Background: an optimization exercise with open tools, aiming at small area, a short achievable clock period and few clock cycles per item. Do not read the settings as production practice.
Function was checked by simulation only, so behaviour that the tests miss may differ from the original.

v6:
// cc_game
module cc_game (
  input  logic       clk,
  input  logic       rst_n,
  input  logic       in_valid_1,
  input  logic [2:0] in_color,
  input  logic [5:0] in_starting_pos,
  input  logic       in_stripe,
  input  logic       in_valid_2,
  input  logic [1:0] in_action,
  output logic       out_valid,
  output logic [6:0] out_score
);
Size in the first run: roughly 2700 cells after synthesis, ~21000 sq um of cells after synthesis.
==> flow/config.mk <==
export PLATFORM = sky130hd
export DESIGN_NAME = cc_game
export DESIGN_NICKNAME = cc_game
export VERILOG_FILES = /design/flow/design.v
export SDC_FILE = /design/flow/constraint.sdc
export NUM_CORES = 8
export LEC_CHECK = 0
export CAP_MARGIN = 20
export CORE_MARGIN = 2
export CORE_UTILIZATION = 25
export PLACE_DENSITY = 0.45
export SLEW_MARGIN = 20
==> flow/constraint.sdc <==
create_clock -name core_clock -period 12.0 [get_ports {clk}]
set_input_delay 2.4000 -clock core_clock [delete_from_list [all_inputs] [get_ports {clk}]]
set_output_delay 2.4000 -clock core_clock [all_outputs]
set_load 0.01 [all_outputs]
standard.sh (not shown) runs the stock make flow with config.mk's settings and CLKGATE_MAP_FILE= SYNTH_SCRIPT=/design/flow/synth_recipe.tcl, a recipe that flattens the netlist after the stock synthesis.
==> flow/flow/run.sh <==
#!/bin/bash
set -uo pipefail
MARGIN=8.1
bash standard.sh synth > synth.log 2>&1 || { echo "synthesis failed"; exit 1; }
sed 's|"\${@:-finish}"|SETUP_SLACK_MARGIN='"$MARGIN"' "${@:-finish}"|' standard.sh > tight.sh
grep -q "SETUP_SLACK_MARGIN=$MARGIN" tight.sh || { echo "could not set the margin"; exit 1; }
bash tight.sh finish > layout.log 2>&1 || { echo "layout failed"; exit 1; }
Testbench counts of v6, summed over its fixed seeds: cycles 65,915, games 1,200.
Inputs modified between v6 and v7:
--- a/flow/design.v
+++ b/flow/design.v
@@ -43,31 +43,30 @@
   always_ff @(posedge clk) begin
     v1_q  <= in_valid_1;
     col_q <= in_color;
     stp_q <= in_stripe;
   end
   logic [CELLS-1:0][2:0] b_c;    
   logic [CELLS-1:0]      b_se;   
   logic [CELLS-1:0]      b_st;   
   logic [5:0]            lrow, lcol;   
-  logic                  busy, started, cl_q;   
+  logic                  busy, started;
   logic [2:0]            sp;     
   logic [QD-1:0][6:0]    q;      
   logic [3:0]            qn;     
   logic                  qnz;    
   logic [5:0]            hrow, hcol;   
   logic                  hv;           
   logic                  qp;     
   logic [6:0]            emp_q;  
   logic                  ov_q;
-  logic [6:0]            os_q;
   assign out_valid = ov_q;
-  assign out_score = os_q;
+  assign out_score = {7{ov_q}} & emp_q;
   logic [CELLS-1:0]   tm;
   logic               any_tm;
   logic [CELLS-1:0]   ne;
   logic [CELLS-1:0]   be;   
   logic [4:0]         cv [CELLS];
   always_comb begin
     for (int i = 0; i < CELLS; i++) begin
       ne[i] = |b_c[i];
       cv[i] = {b_c[i], b_se[i], b_st[i]};
@@ -113,19 +112,19 @@
   assign ld   = v1_q;
   assign swe  = rise || (|sp);
   assign acc  = busy && !in_valid_1 && in_valid_2;
   assign code = {!in_action[1],
                  (in_action == 2'd0 && !in_valid_1) ? in_starting_pos[5:3] - 3'd1 : in_starting_pos[5:3],
                  (in_action == 2'd2 && !in_valid_1) ? in_starting_pos[2:0] - 3'd1 : in_starting_pos[2:0]};
   assign mchk = started && !holes && !lany;
   assign go   = qnz && !holes && !lany && !(started && any_tm);
   assign grav = started && holes && !lany;
-  assign done = busy && started && !in_valid_2 && !qnz && !cl_q && !holes && !lany && !any_tm;
+  assign done = busy && started && !in_valid_2 && !qnz && !holes && !lany && !any_tm;
   logic [CELLS-1:0] dec, clr, eh, ev;
   logic [5:0]       nlrow, nlcol;
   always_comb begin
     for (int r = 0; r < 6; r++)
       for (int c = 0; c < 6; c++)
         dec[r*6+c] = hrow[r] && hcol[c];
     for (int r = 0; r < 6; r++)
       for (int c = 0; c < 6; c++) begin
         eh[r*6+c] = (c < 5) && !hv && dec[r*6+c] && ne[r*6+c] && ne[(c < 5) ? r*6+c+1 : 0];
@@ -216,30 +215,27 @@
     if (rst_n) begin
       busy    <= 1'b0;
       started <= 1'b0;
       sp      <= '0;
       qn      <= '0;
       qnz     <= 1'b0;
       qp      <= 1'b0;
       lrow    <= '0;
       lcol    <= '0;
-      cl_q    <= 1'b0;
     end else begin
       sp   <= {sp[1:0], rise};
       lrow <= nlrow;
       lcol <= nlcol;
-      cl_q <= lany || holes || any_tm;
       qp   <= pop;
       if (rise) busy <= 1'b1;
       if (go && busy) started <= 1'b1;
       if (done) begin
         busy    <= 1'b0;
         started <= 1'b0;
       end
       qn  <= pop ? (acc ? qn : qn - 4'd1) : (acc ? qn + 4'd1 : qn);
       qnz <= pop ? (acc || qn > 4'd1) : (acc || qn != 4'd0);
     end
     emp_q <= empties;
     ov_q  <= done && !rst_n;
-    os_q  <= (done && !rst_n) ? emp_q : 7'd0;
   end
 endmodule
## What came out
Arrival time at the worst endpoint (v7 over v6): decrease, 20 ps
v7 against v6: clock skew went down 16 ps; global placement routability congestion went down about 2.2%; utilization went down 0.69 points.
Reported for v6 and v7, final-report max-slew violation count turned out identical to the last digit.
Testbench counts of v7, summed over its fixed seeds: cycles 65,870, games 1,200.

[re-timing with driven ports]
In the flow no input, the clock included, has a driving cell. The finished layouts below were timed again as built, in two steps. Step 1, drivers: a clkbuf_16 drives clk and a buf_2 each remaining input, both assumed. Step 2 also shifts input and output timing later by t, the mid clock arrival at the registers, as if the neighbouring blocks saw the same clock. Three values: ideal, step 1, step 2; two values: the first two.
| run | t, ns | setup WS [ns] | worst setup path at the end |
|---|---|---|---|
| v6 | 0.665 | 8.066 / 8.066 / 7.556 | input to register |
| v7 | 0.638 | 8.060 / 8.060 / 7.636 | input to register |
After both steps setup and hold are still met in every run listed. For v6, which loses most, drivers alone change the setup slack by 0.000 ns; drivers and shift together by -0.510 ns.
